Context: an optimization exercise on an open-source flow, tuned for small area. The choices shown serve that exercise and are no tape-out recipe.
Function was checked by simulation only, so behaviour that the tests miss may differ from the original.
Power figures rest on the tool's default switching activity, not on a simulated workload.

### flow/run.sh
#!/bin/bash
# synth_recipe.tcl (not shown) runs the flow's synth.tcl, then flattens the netlist and writes it again
# the make line also repeats each setting of config.mk as NAME=value (left out here)
make -C /OpenROAD-flow-scripts/flow DESIGN_CONFIG=/design/flow/config.mk WORK_HOME=/design/flow/orfs CLKGATE_MAP_FILE= SYNTH_SCRIPT=/design/flow/synth_recipe.tcl finish
### flow/config.mk
export PLATFORM = sky130hd
export DESIGN_NAME = exec_unit
export DESIGN_NICKNAME = exec_unit
export VERILOG_FILES = /design/flow/design.v
export SDC_FILE = /design/flow/constraint.sdc
export NUM_CORES = 4
export LEC_CHECK = 0
export ABC_AREA = 1
export CAP_MARGIN = 20
export CORE_MARGIN = 2
export CORE_UTILIZATION = 40
export SLEW_MARGIN = 20
### flow/constraint.sdc
create_clock -name core_clock -period 8.0 [get_ports {clk}]
set_input_delay 1.6000 -clock core_clock [delete_from_list [all_inputs] [get_ports {clk}]]
set_output_delay 1.6000 -clock core_clock [all_outputs]
set_load 0.01 [all_outputs]
### flow/design.v
module exec_unit (
  input  logic        clk,
  input  logic        reset,
  input  logic        valid_in,
  input  logic [3:0]  Aluop,
  input  logic [1:0]  SHTOp,
  input  logic [31:0] srca,
  input  logic [31:0] srcb,
  input  logic [4:0]  shamt,
  input  logic        shvar,
  input  logic        mfhi,
  input  logic        mflo,
  output logic [31:0] result,
  output logic        valid_out,
  output logic        overflow,
  output logic        busy,
  output logic [31:0] hi,
  output logic [31:0] lo
);
  logic [31:0] r_result;    
  logic        r_valid_out;
  logic        r_overflow;
  logic        r_busy;
  logic [31:0] r_hi;
  logic [31:0] r_lo;
  logic [4:0]  r_count;
  logic        r_is_div;
  logic        r_signed;
  logic        r_neg_q;     
  logic        r_neg_r;     
  logic        w_acc;
  logic        w_is_md;
  logic        w_md_signed;
  logic        w_a_neg;      
  logic        w_sub;
  logic        w_last;
  assign w_acc       = valid_in && !r_busy;
  assign w_is_md     = !mfhi && !mflo && (SHTOp == 2'b00) &&
                       ((Aluop[3:1] == 3'b101) || (Aluop[3:1] == 3'b110));
  assign w_md_signed = !Aluop[0];
  assign w_a_neg     = Aluop[2] && w_md_signed && srca[31];
  assign w_sub       = !Aluop[2] && (Aluop[1] ^ Aluop[3]);
  assign w_last      = (r_count == 5'd31);
  logic [32:0] w_a;
  logic [32:0] w_braw;
  logic        w_ben;
  logic        w_binv;
  logic        w_cin;
  logic [32:0] w_b;
  logic [32:0] w_g;
  logic [32:0] w_p;
  logic [33:0] w_c;
  logic [32:0] w_s;
  logic        w_m_en;
  logic        w_m_inv;
  assign w_m_en  = r_is_div ? !w_last : r_lo[0];
  assign w_m_inv = r_is_div ? (!(r_signed && r_result[31]) ^ r_neg_r) : (r_signed && w_last);
  always_comb begin
    if (r_busy) begin
      w_a    = r_is_div ? {r_hi, r_lo[31] || w_last} : {r_signed && r_hi[31], r_hi};
      w_braw = {r_signed && r_result[31], r_result};
      w_ben  = w_m_en;
      w_binv = w_m_en && w_m_inv;
      w_cin  = w_m_en ? w_m_inv : (r_is_div && r_neg_r);
    end else begin
      w_a    = {Aluop[0] && srca[31], srca};
      w_braw = {Aluop[0] && srcb[31], srcb};
      w_ben  = !w_is_md;
      w_binv = w_is_md ? w_a_neg : w_sub;
      w_cin  = !w_is_md && w_sub;
    end
  end
  assign w_b = (w_braw & {33{w_ben}}) ^ {33{w_binv}};
  assign w_g = w_a & w_b;
  assign w_p = w_a ^ w_b;
  assign w_c[0] = w_cin;
  genvar k;
  for (k = 0; k < 8; k++) begin : g_cla
    logic [3:0] gg;
    logic [3:0] pp;
    logic       cg;
    assign gg = w_g[4*k +: 4];
    assign pp = w_p[4*k +: 4];
    assign cg = w_c[4*k];
    assign w_c[4*k+1] = gg[0] | (pp[0] & cg);
    assign w_c[4*k+2] = gg[1] | (pp[1] & gg[0]) | (pp[1] & pp[0] & cg);
    assign w_c[4*k+3] = gg[2] | (pp[2] & gg[1]) | (pp[2] & pp[1] & gg[0]) |
                        (pp[2] & pp[1] & pp[0] & cg);
    assign w_c[4*k+4] = gg[3] | (pp[3] & gg[2]) | (pp[3] & pp[2] & gg[1]) |
                        (pp[3] & pp[2] & pp[1] & gg[0]) | ((&pp) & cg);
  end
  assign w_c[33] = w_g[32] | (w_p[32] & w_c[32]);
  assign w_s = w_p ^ w_c[32:0];
  logic [4:0]  w_amt;
  logic        w_left;
  logic        w_fill;
  logic [4:0]  w_samt;
  logic [62:0] w_shx;
  logic [31:0] w_sh;
  assign w_amt  = shvar ? srca[4:0] : shamt;
  assign w_left = (SHTOp == 2'b01);
  assign w_fill = SHTOp[1] && SHTOp[0] && srcb[31];
  assign w_samt = w_left ? ~w_amt : w_amt;
  assign w_shx  = w_left ? {srcb, 31'd0} : {{31{w_fill}}, srcb};
  always_comb begin
    logic [62:0] t;
    t = w_shx;
    if (w_samt[4]) t = t >> 16;
    if (w_samt[3]) t = t >> 8;
    if (w_samt[2]) t = t >> 4;
    if (w_samt[1]) t = t >> 2;
    if (w_samt[0]) t = t >> 1;
    w_sh = t[31:0];
  end
  logic [31:0] w_result;
  logic        w_overflow;
  always_comb begin
    w_result   = 32'd0;
    w_overflow = 1'b0;
    if (mfhi) begin
      w_result = r_hi;
    end else if (mflo) begin
      w_result = r_lo;
    end else if (SHTOp != 2'b00) begin
      w_result = w_sh;
    end else begin
      case (Aluop)
        4'b0000, 4'b0010: w_result = w_s[31:0];
        4'b0001, 4'b0011: begin
          w_result   = w_s[31:0];
          w_overflow = w_s[32] ^ w_s[31];
        end
        4'b0100: w_result = w_g[31:0];
        4'b0101: w_result = w_g[31:0] | w_p[31:0];
        4'b0110: w_result = ~(w_g[31:0] | w_p[31:0]);
        4'b0111: w_result = w_p[31:0];
        4'b1000, 4'b1001: w_result = {31'd0, w_s[32]};
        4'b1110: w_result = {srcb[15:0], 16'h0000};
        4'b1111: w_result = 32'd0;
        default: w_result = srcb;    
      endcase
    end
  end
  logic        w_d_zero;
  logic        w_d_one;      
  logic        w_n31;        
  logic        w_q31;
  logic        w_rem1;
  logic        w_neg_q;
  logic [31:0] w_hi_init;
  logic [31:0] w_lo_init;
  assign w_d_zero  = (srcb == 32'd0);
  assign w_d_one   = srcb[0] && ((srcb[31:1] == 31'd0) ||
                                 (w_md_signed && (srcb[31:1] == {31{1'b1}})));
  assign w_n31     = w_s[31] ^ w_a_neg;
  assign w_q31     = w_d_zero || (w_n31 && w_d_one);
  assign w_rem1    = w_n31 && !w_d_one;
  assign w_neg_q   = w_md_signed && (srca[31] ^ srcb[31]) && !w_d_zero;
  assign w_hi_init = Aluop[2] ? {{31{w_a_neg}}, w_rem1 ^ w_a_neg} : 32'd0;
  assign w_lo_init = Aluop[2] ? {w_s[30:0], w_q31 ^ w_neg_q} : w_s[31:0];
  logic        w_q;
  logic        w_qins;
  logic [31:0] w_lo_inc;
  logic [31:0] w_step_hi;
  logic [31:0] w_step_lo;
  assign w_q    = w_s[32] ^ !r_neg_r;
  assign w_qins = w_q ^ r_neg_q;
  always_comb begin
    logic t;
    t = r_neg_q;
    for (int i = 0; i < 32; i++) begin
      w_lo_inc[i] = r_lo[i] ^ t;
      t = t & r_lo[i];
    end
  end
  always_comb begin
    if (r_is_div && !w_last) begin
      w_step_hi = w_q ? w_s[31:0] : w_a[31:0];
      w_step_lo = {r_lo[30:0], w_qins};
    end else begin
      w_step_hi = w_s[32:1];
      w_step_lo = r_is_div ? w_lo_inc : {w_s[0], r_lo[31:1]};
    end
  end
  always_ff @(posedge clk) begin
    if (reset) begin
      r_valid_out <= 1'b0;
      r_busy      <= 1'b0;
      r_hi        <= 32'd0;
      r_lo        <= 32'd0;
      r_count     <= 5'd0;
    end else begin
      r_valid_out <= w_acc && !w_is_md;
      if (r_busy) begin
        r_hi    <= w_step_hi;
        r_lo    <= w_step_lo;
        r_count <= r_count + 5'd1;
        if (w_last) r_busy <= 1'b0;
      end else if (w_acc && w_is_md) begin
        r_busy <= 1'b1;
        r_hi   <= w_hi_init;
        r_lo   <= w_lo_init;
      end
    end
  end
  always_ff @(posedge clk) begin
    r_overflow <= w_overflow;
    if (!r_busy) begin
      r_result <= w_result;
      r_is_div <= Aluop[2];
      r_signed <= w_md_signed;
      r_neg_q  <= w_neg_q;
      r_neg_r  <= w_a_neg;
    end
  end
  assign result    = r_result;
  assign valid_out = r_valid_out;
  assign overflow  = r_overflow;
  assign busy      = r_busy;
  assign hi        = r_hi;
  assign lo        = r_lo;
endmodule
==> results.txt, run 1 <==
The flow ran to the end and the layout has no timing, DRC or antenna violations. The H-tree was split into 3 levels. The number of hold-slack violations in the final timing report was 0. The post-route clock skew came out at 20.7 ps. The element type at the critical path end is a flop. The count of endpoints failing setup in the final report came out at 0.

Setup repair after global routing left no endpoint under its margin. The number of hold buffers added after CTS came out at 0. The proportion of synthesized chip area in sequential cells is 18.0%. After clock tree synthesis, the clock-pin slew on the worst setup and hold paths is 90 ps. The largest fanout on the critical path is 10. The count of maximum capacitance violations came out at 0. The number of design-rule violations left by the first detailed-router iteration came out at 2750. The net switching power is 1.24 mW.

Measured along the x axis, the die boundary spans 191 µm. The number of port buffers is 179. In this run the critical register-to-register path is captured at r_lo[31].

The proportion of register bits with asynchronous set or reset after synthesis is 0%. The hold path startpoint is r_hi[31]. The total congestion overflow came out at 0.

The share of total power in sequential cells came out at 25.0%. The worst max-slew margin expressed relative to the limit came out at 18.4%. The number of rows created at floorplan came out at 68.

The measured slew at the worst slew-check pin came out at 1210 ps. The clock passes through at most 2 buffers. The share of total power consumed by net switching came out at 49.8%. Counting the fill cells in the layout gives 3765. The CTS root buffer is sky130_fd_sc_hd__clkbuf_16. The setup check on the worst reg-to-reg path leaves a slack of 1070 ps. The endpoint required time on the critical path is 8120 ps.

The ratio of final minimum period to clock period is 93.5%. The largest net degree at the start of global routing came out at 79. After routing the design area is 16600 µm².

Synthesis produced 2300 cells. The number of global-route vias before repair came to 15944. Global routing used 39.9% of the available tracks across all layers. The post-CTS resize count came out at 0. The number of cells on the worst reg-to-reg path is 36. The layout overhead on the synthesized area is 18.4%. The total number of clock tree sinks is 108. The path type of the worst setup path is primary input to flop. The number of antenna violations at the first check in global routing is 2. The net count after synthesis came out at 2487. The power per standard cell area came out at 150 nW/µm².

The buffer count from post-CTS setup fixing is 0. The largest incremental delay on the critical path came out at 690 ps. A synthesized cell averages 6.09 µm². The post-route DRC violation count is 0. The count of boundary I/O pins came out at 180. The min-delay analysis places its worst path in the category flop to flop. The internal power component came out at 1.25 mW. The height of the chip came out at 191 µm. The combinational group share of total power is 55.0%.

The final critical path time including I/O delays and setup is 7480 ps. The standard cell core area is 34500 µm². The category of the worst setup path launch point is a primary input. Of the total power, the clock network draws 20.1%. The worst hold path depth came out at 2. The number of warnings printed during yosys synthesis is 1. The distinct cell type count after synthesis came out at 47. Counting the buffers created by CTS gives 9. The number of flops mapped to enable cells by yosys is 36.

The area of the die came out at 36500 µm². The starting density of the core came out at 40.5%. Wires add up to 74.2 mm. The TritonCTS clock tree is built. The wire length per cell came out at 25.9 µm. The share of layout cells above drive strength 1 is 5.54%. The worst register-to-register path begins at r_neg_q. Routability-driven placement finished with a final weighted congestion of 1.06.

The total iterations of the first detailed-routing run came out at 6. The total vias in the final route is 17648. The instance area at placement is 16300 µm². After routing, the total negative slack on setup checks comes to 0 ps. The highest achievable clock rate came out at 134 MHz.

The share of the core filled with cells in the final layout is 48.0%. By instance count, the cell type seen most on the critical path is sky130_fd_sc_hd__nand2_2. The arrival time at the worst endpoint is 7610 ps. The post-layout net count came out at 2584. The worst hold endpoint is r_hi[31].

For this design the static power due to leakage is 6.91 nW. The count of nets left with antenna violations after detail routing is 0. The total count of max-transition violations in the final report came out at 0. The first-pass GRT wire length came out at 108 mm. The slowest stage of the critical path belongs to the cell sky130_fd_sc_hd__a2111oi_0.

The flip-flop cell with the highest count after synthesis is sky130_fd_sc_hd__dfxtp_1. The register bit total from synthesis is 108. After synthesis the cells add up to 14000 µm². The detailed-placement wirelength estimate is 56.6 mm. The clock latency on the worst-skew pair is 400 ps. In the routed layout, each cell is associated on average with a via count of 6.17.

The peak supply drop came out at 0.117 mV.
placed cells by master, fill, tap and decap left out, drive strengths merged:
| cell | instances |
|---|---|
| o22ai | 20 |
| o21ai | 357 |
| o21a | 2 |
| a221o | 1 |
| nand2 | 549 |
| nor3 | 14 |
| a211oi | 5 |
| xnor2 | 9 |
| clkbuf | 11 |
| or2 | 3 |
| o41ai | 1 |
| o2111ai | 6 |
| fa | 8 |
| a41oi | 1 |
| inv | 221 |
| nand3 | 177 |
| clkinv | 3 |
| a221oi | 10 |
| o211ai | 67 |
| nor2 | 149 |
| a21oi | 154 |
| o221ai | 10 |
| ha | 98 |
| a31oi | 55 |
| nand4 | 5 |
| a2111oi | 17 |
| dfxtp | 72 |
| edfxtp | 36 |
| a2bb2oi | 1 |
| mux2i | 21 |
| nand3b | 3 |
| xor2 | 47 |
| a22oi | 2 |
| nor4 | 19 |
| clkdlybuf4s50 | 178 |
| diode | 2 |
| buf | 70 |
through the flow:
| stage | setup slack [ps] | cells | hold WS [ps] | total power, mW |
|---|---|---|---|---|
| after floorplan | 1400 | 2300 | 486 | 1.44 |
| final | 518 | 2859 | 519 | 2.49 |
| after global placement | 175 | 2840 | 503 | 1.94 |
| after detailed placement | 292 | 2840 | 503 | 1.93 |
| after global routing | 156 | 2857 | 560 | 2.60 |
| after CTS | 648 | 2856 | 516 | 2.43 |
logic make-up (layout without fill, tap and decap cells):
kind of cell | count (synthesis) | count (layout) | share of synthesized area, %
flops | 108 | 108 | 18.0
fa+ha+maj | 106 | 106 | 9.90
compound gates | 709 | 709 | 28.8
buf+inv | 381 | 483 | 10.7
xor+xnor | 56 | 56 | 3.50
mux | 21 | 21 | 1.50
other cells | 0 | 2 | 0
simple gates | 919 | 919 | 27.6
worst max-delay path: cells and delay by family:
kind	cells	cell delay [ps]
buf+inv	5	870
simple gates	18	2050
compound gates	9	1820
xor+xnor	2	460
fa+ha+maj	2	800
layout make-up:
cell class	count	area, µm²	share of cell area [%]
Sequential cell	108	2530	15.2
Multi-Input combinational cell	1811	10000	60.6
Timing Repair Buffer	248	2310	14.0
Inverter	219	822	4.96
Tap cell	455	569	3.44
Clock inverter	5	53.8	0.325
Antenna cell	2	5.00	0.0302
Clock buffer	11	243	1.46
sequential cells by signal, summed over array words and instances (netlist names):
name         cells
r_busy           1
r_count          5
r_hi            32
r_is_div         1
r_lo            32
r_neg_q          1
r_neg_r          1
r_overflow       1
r_result        32
r_signed         1
r_valid_out      1
how the worst max path moves through the flow:
stage               cells after the start  startpoint  slack (ps)            to
floorplan                              35    Aluop[2]        1400  r_result[29]
global placement                       36    SHTOp[0]         170  r_result[25]
detailed placement                     36    SHTOp[0]         290  r_result[25]
CTS                                    36    SHTOp[0]         650  r_result[25]
global route                           36    SHTOp[0]         160  r_result[25]
finish                                 36    SHTOp[0]         520  r_result[25]
cell usage after synthesis (3+ instances only):
library cell / count / area share, %
sky130_fd_sc_hd__xnor2_1: 9 / 0.56
sky130_fd_sc_hd__ha_1: 98 / 8.8
sky130_fd_sc_hd__nand3b_1: 3 / 0.16
sky130_fd_sc_hd__inv_1: 213 / 5.7
sky130_fd_sc_hd__buf_1: 16 / 0.43
sky130_fd_sc_hd__o221ai_1: 10 / 0.63
sky130_fd_sc_hd__or2_2: 3 / 0.13
sky130_fd_sc_hd__buf_6: 5 / 0.40
sky130_fd_sc_hd__nor3_1: 14 / 0.50
sky130_fd_sc_hd__nor4_1: 19 / 0.85
sky130_fd_sc_hd__o22ai_1: 20 / 0.89
sky130_fd_sc_hd__edfxtp_1: 36 / 7.7
sky130_fd_sc_hd__clkbuf_1: 126 / 3.4
sky130_fd_sc_hd__nand2_1: 530 / 14
sky130_fd_sc_hd__nand2_2: 15 / 0.67
sky130_fd_sc_hd__buf_2: 10 / 0.36
sky130_fd_sc_hd__a2111oi_0: 17 / 1.1
sky130_fd_sc_hd__a21oi_1: 151 / 5.4
sky130_fd_sc_hd__fa_1: 8 / 1.1
sky130_fd_sc_hd__xor2_1: 47 / 2.9
sky130_fd_sc_hd__a211oi_1: 5 / 0.27
sky130_fd_sc_hd__nand4_1: 5 / 0.22
sky130_fd_sc_hd__mux2i_1: 21 / 1.5
sky130_fd_sc_hd__dfxtp_1: 72 / 10
sky130_fd_sc_hd__inv_2: 4 / 0.11
sky130_fd_sc_hd__a31oi_1: 55 / 2.5
sky130_fd_sc_hd__nand3_1: 173 / 6.2
sky130_fd_sc_hd__nand3_2: 4 / 0.29
sky130_fd_sc_hd__nor2_1: 147 / 3.9
sky130_fd_sc_hd__o21ai_0: 350 / 13
sky130_fd_sc_hd__o211ai_1: 67 / 3.6
sky130_fd_sc_hd__a221oi_1: 10 / 0.63
sky130_fd_sc_hd__o2111ai_1: 6 / 0.38
sky130_fd_sc_hd__buf_4: 5 / 0.27
sky130_fd_sc_hd__a21oi_2: 3 / 0.19
sky130_fd_sc_hd__nand2_4: 4 / 0.32
sky130_fd_sc_hd__o21ai_1: 6 / 0.21
power groups by stage:
| stage | Sequential, mW | Clock [mW] | Combinational, mW |
|---|---|---|---|
| floorplan | 0.626 | 0 | 0.811 |
| global placement | 0.632 | 0 | 1.31 |
| detailed placement | 0.632 | 0 | 1.30 |
| CTS | 0.619 | 0.501 | 1.31 |
| global route | 0.621 | 0.515 | 1.46 |
| finish | 0.621 | 0.500 | 1.37 |
per-layer routing:
| layer | global-route usage [%] | vias to the layer above | part of all wire, % |
|---|---|---|---|
| li1 | - | 8083 | - |
| met1 | 57.3 | 8233 | 43 |
| met2 | 56.6 | 1205 | 40 |
| met3 | 10.9 | 125 | 13 |
| met4 | 14.1 | 2 | 3.6 |
| met5 | 0 | - | 0.015 |
==> run 2: changes to the inputs <==
==> flow/flow/run.sh (new file) <==
#!/bin/bash
# The standard layout (the standard.sh: standard synthesis and ORFS
# through finish), except that the input and output port buffers that
# global placement inserts are the smallest buffer, buf_1, rather than the
# cell buffer_ports picks by default (clkdlybuf4s50_1, 10 um2 each).
set -euo pipefail
export BUFFER_PORTS_ARGS="-buffer_cell sky130_fd_sc_hd__buf_1"
bash standard.sh > standard_flow.log 2>&1
==> flow/standard.sh (new file) <==
#!/bin/bash
# synth_recipe.tcl (not shown) runs the flow's synth.tcl, then flattens the netlist and writes it again
# the make line also repeats each setting of config.mk as NAME=value (left out here)
make -C /OpenROAD-flow-scripts/flow DESIGN_CONFIG=/design/flow/config.mk WORK_HOME=/design/flow/orfs CLKGATE_MAP_FILE= SYNTH_SCRIPT=/design/flow/synth_recipe.tcl "${@:-finish}"
removed: flow/run.sh
==> run 2 against run 1 <==
Net effect:
- still clean
- setup slack better by 270 ps
- combinational power is 4% lower
- critical path depth is 3 higher
- sequential cell count stayed put
- wire length is 0.48% lower
- clock power is 6.8% higher
- non-clock buffer count is 10 lower
- largest cell class unchanged
- highest routed layer unchanged
==> results.txt, run 2 <==
Outcome: complete, no violations (unchanged). The worst min-delay path class is flop to flop (unchanged). The total count of max-transition violations in the final report came out at 0 (unchanged).

RSZ-0062 raised after global routing: false (unchanged). The area fraction of the dominant cell type after synthesis is 14.2% (unchanged). The number of hold-slack violations in the final timing report came out at 0 (unchanged). The number of cells on the worst reg-to-reg path is 36 (unchanged).

The endpoint of the worst register-to-register path is r_lo[31] (unchanged). The overall fraction of global-route tracks in use came out at 39.5% (was 39.9%). The number of buffers and inverters on the critical path is 6 (was 5).

The buffer count from post-CTS setup fixing is 0 (unchanged). The final critical path time including I/O delays and setup came to 7220 ps (was 7480 ps). The count of nets left with antenna violations after detail routing came out at 0 (unchanged).

The slowest stage cell on the critical path is sky130_fd_sc_hd__nand2_1 (was sky130_fd_sc_hd__a2111oi_0). The critical path capture point was r_result[29] (was r_result[25]). The number of hold buffers added after CTS is 0 (unchanged). The number of rows created at floorplan came out at 68 (unchanged). The total congestion overflow came out at 0 (unchanged). The proportion of synthesized chip area in sequential cells came to 18.0% (unchanged). The synthesized netlist cell count came out at 2300 (unchanged). The register bit total from synthesis came out at 108 (unchanged). The cell family with the largest share of critical-path delay is simple AND/OR/NAND/NOR gates (unchanged). The total vias in the final route came out at 17605 (was 17648). Largest registers: r_hi (32), r_lo (32), r_result (32) (unchanged). The CTS root buffer is sky130_fd_sc_hd__clkbuf_16 (unchanged). The proportion of register bits with asynchronous set or reset after synthesis came out at 0% (unchanged). The die outline width was 191 µm (unchanged). The combinational group share of total power came out at 53.2% (was 55.0%). The worst max-slew margin expressed relative to the limit is 26.1% (was 18.4%). The slack of the worst reg-to-reg path came to 1110 ps (was 1070 ps). The internal power component is 1.21 mW (was 1.25 mW). The area of all placed cells without fillers is 15400 µm² (was 16600 µm²). The peak supply drop is 0.175 mV (was 0.117 mV). The post-route DRC violation count was 0 (unchanged). The average footprint of a synthesized cell is 6.09 µm² (unchanged).

The total number of clock tree sinks came out at 108 (unchanged). The largest incremental delay on the critical path came out at 500 ps (was 690 ps). The number of global-route vias before repair is 15756 (was 15944).

The depth of the CTS H-tree was 3 (unchanged). Top cells by area in the synthesized netlist: sky130_fd_sc_hd__nand2_1 (14%), sky130_fd_sc_hd__o21ai_0 (13%), sky130_fd_sc_hd__dfxtp_1 (10%), sky130_fd_sc_hd__ha_1 (8.8%), sky130_fd_sc_hd__edfxtp_1 (7.7%) (unchanged). The clock transition time at the flip-flop clock pins of the worst setup and hold paths is 100 ps (was 90 ps).

The clock tree buffer depth came out at 2 (unchanged). The power per standard cell area was 159 nW/µm² (was 150 nW/µm²). The antenna cell count came out at 0 (was 2). The most repeated library cell on the critical path is sky130_fd_sc_hd__nand2_2 (unchanged). The height of the chip is 191 µm (unchanged). The post-CTS resize count is 0 (unchanged). The clock latency on the worst-skew pair is 420 ps (was 400 ps). The endpoint required time on the critical path came out at 8150 ps (was 8120 ps). The highest achievable clock rate came out at 139 MHz (was 134 MHz). The leading cell type in the layout, fill and taps excluded is sky130_fd_sc_hd__nand2_1 (unchanged).

The area of the mapped netlist is 14000 µm² (unchanged). The detailed-placement wirelength estimate came out at 55.9 mm (was 56.6 mm). The flip-flop cell with the highest count after synthesis was sky130_fd_sc_hd__dfxtp_1 (unchanged). The number of flops mapped to enable cells by yosys is 36 (unchanged). The instance area at placement is 15100 µm² (was 16300 µm²).

The arrival time at the worst endpoint came out at 7360 ps (was 7610 ps). The largest net degree at the start of global routing came to 80 (was 79). The largest fanout on the critical path came out at 12 (was 10). The share of total power consumed by net switching came out at 50.6% (was 49.8%). The share of the core filled with cells in the final layout came out at 44.6% (was 48.0%).

The proportion of power drawn by the clock network came out at 21.7% (was 20.1%). The share of layout cells above drive strength 1 came out at 5.31% (was 5.54%). The ratio of final minimum period to clock period is 90.2% (was 93.5%).

The count of maximum capacitance violations came out at 0 (unchanged). The post-route clock skew is 26.8 ps (was 20.7 ps). The distinct cell type count after synthesis is 47 (unchanged). The path type of the worst setup path is primary input to flop (unchanged). The total iterations of the first detailed-routing run was 6 (unchanged). The wire length per cell was 25.9 µm (about the same). The net switching power came out at 1.24 mW (about the same). The net count after synthesis is 2487 (unchanged). The first-pass GRT wire length is 106 mm (was 108 mm). The standard cell core area is 34500 µm² (unchanged). The routability-driven placement congestion ratio is 1.03 (was 1.06). The leading area contributor after synthesis is sky130_fd_sc_hd__nand2_1 (unchanged). Synth top cells by count: sky130_fd_sc_hd__nand2_1 (530), sky130_fd_sc_hd__o21ai_0 (350), sky130_fd_sc_hd__inv_1 (213), sky130_fd_sc_hd__nand3_1 (173), sky130_fd_sc_hd__a21oi_1 (151) (unchanged).

Highest-count cells in the layout ignoring fill and taps: sky130_fd_sc_hd__nand2_1 (529), sky130_fd_sc_hd__o21ai_0 (350), sky130_fd_sc_hd__inv_1 (212) (was sky130_fd_sc_hd__nand2_1 (530), sky130_fd_sc_hd__o21ai_0 (350), sky130_fd_sc_hd__inv_1 (212)). The post-layout net count is 2574 (was 2584). The share of total power in sequential cells was 25.1% (was 25.0%). The number of warnings printed during yosys synthesis came out at 1 (unchanged). The element type at the critical path end is a flop (unchanged). The routed via count divided by cell count came out at 6.18 (was 6.17). The TritonCTS clock tree is built (unchanged). The count of boundary I/O pins is 180 (unchanged). The cell with the most instances after synthesis is sky130_fd_sc_hd__nand2_1 (unchanged). The area of the die is 36500 µm² (unchanged).

The number of antenna violations at the first check in global routing came out at 2 (unchanged). The count of endpoints failing setup in the final report came to 0 (unchanged). The total wire length after detailed routing is 73.8 mm (was 74.2 mm). The layout overhead on the synthesized area came to 10.2% (was 18.4%). The number of design-rule violations left by the first detailed-router iteration came out at 2374 (was 2750). The number of buffers inserted during clock tree synthesis came out at 9 (unchanged).

The summed negative setup slack over all endpoints is 0 ps (unchanged). The worst reg2reg path startpoint is r_neg_q (unchanged). The path length in cells of the critical path is 39 (was 36). The origin of the worst setup path is SHTOp[0] (unchanged).

The number of port buffers is 179 (unchanged). The starting density of the core came to 40.5% (unchanged). The category of the worst setup path launch point is a primary input (unchanged).

The cell leakage power came out at 6.44 nW (was 6.91 nW). The measured slew at the worst slew-check pin came out at 1100 ps (was 1210 ps).
run 2: cells by family after synthesis:
group                    after synthesis  synth area share, %
AND/OR/NAND/NOR                      919                 27.6
AO/OA/AOI/OAI                        709                 28.8
buffers and inverters                381                 10.7
flip-flops                           108                 18.0
adder cells (fa/ha/maj)              106                 9.90
XOR/XNOR                              56                 3.50
multiplexers                          21                 1.50
run 2: how the worst min path moves through the flow:
stage / from / endpoint / cells past startpoint
final: r_count[3] / r_count[3] / 2
after global routing: r_hi[31] / r_hi[31] / 2
after CTS: r_hi[31] / r_hi[31] / 2
after detailed placement: r_hi[31] / r_hi[31] / 2
after global placement: r_count[3] / r_count[3] / 2
after floorplan: r_count[3] / r_count[3] / 2
run 2: metrics by stage:
stage               power, mW  hold slack [ps]  worst slack, ps  instances
floorplan                1.44              486             1400       2300
global placement         1.88              508              738       2831
detailed placement       1.87              525              558       2831
CTS                      2.40              539              950       2847
global route             2.57              553              171       2847
finish                   2.46              539              785       2847
run 2: routing by layer:
metal,track usage (%),vias up,share of wire (%)
met3,10.1,153,12
met4,13.9,2,3.7
met5,0,-,0.018
met1,57.3,8295,44
li1,-,8066,-
met2,55.9,1089,40
run 2: layout make-up:
type	count	area (µm²)
clock inverters	7	92.6
clock buffers	9	225
repair buffers	238	1130
fillers	3846	19100
multi-input cells	1811	10100
well taps	455	569
flip-flops and latches	108	2530
inverters	219	822
run 2: power groups by stage:
| stage | clock, mW | sequential [mW] | combinational [mW] |
|---|---|---|---|
| after floorplan | 0 | 0.626 | 0.811 |
| after detailed placement | 0 | 0.627 | 1.25 |
| after CTS | 0.531 | 0.614 | 1.25 |
| final | 0.534 | 0.616 | 1.31 |
| after global placement | 0 | 0.627 | 1.25 |
| after global routing | 0.545 | 0.617 | 1.41 |
run 2: tightest hold or removal path: cells and delay by family, from the launching register on:
family          cells  cell delay, ps
compound gates      1              40
simple gates        1             110
flops               1             340

## what the ideal ports hide
The flow's constraints put no driver on any port. The routed layouts listed below were extracted and timed again, unchanged, in two steps.
Step 1 sets driving cells, clkbuf_16 on the clock port and buf_2 on the other inputs (assumed; they add their load-dependent delay and slew).
Step 2, shift: input delay + t, output delay - t, t = (earliest + latest rising clock arrival at the registers) / 2. This alone moves slack from input paths to output paths.
a / b / c = ideal ports / drivers / drivers and shift; a / b = the first two.
run | shift t [ns] | slack for setup (ns) | clock arrival spread, ns
run 1 | 0.443 | 0.518 / 0.545 / 0.102 | 0.021 / 0.020
run 2 | 0.459 | 0.785 / 0.816 / 0.357 | 0.027 / 0.027
After both steps every run listed still meets setup and hold. For run 2, which loses most, drivers alone change the setup slack by +0.031 ns; drivers and shift together by -0.428 ns.
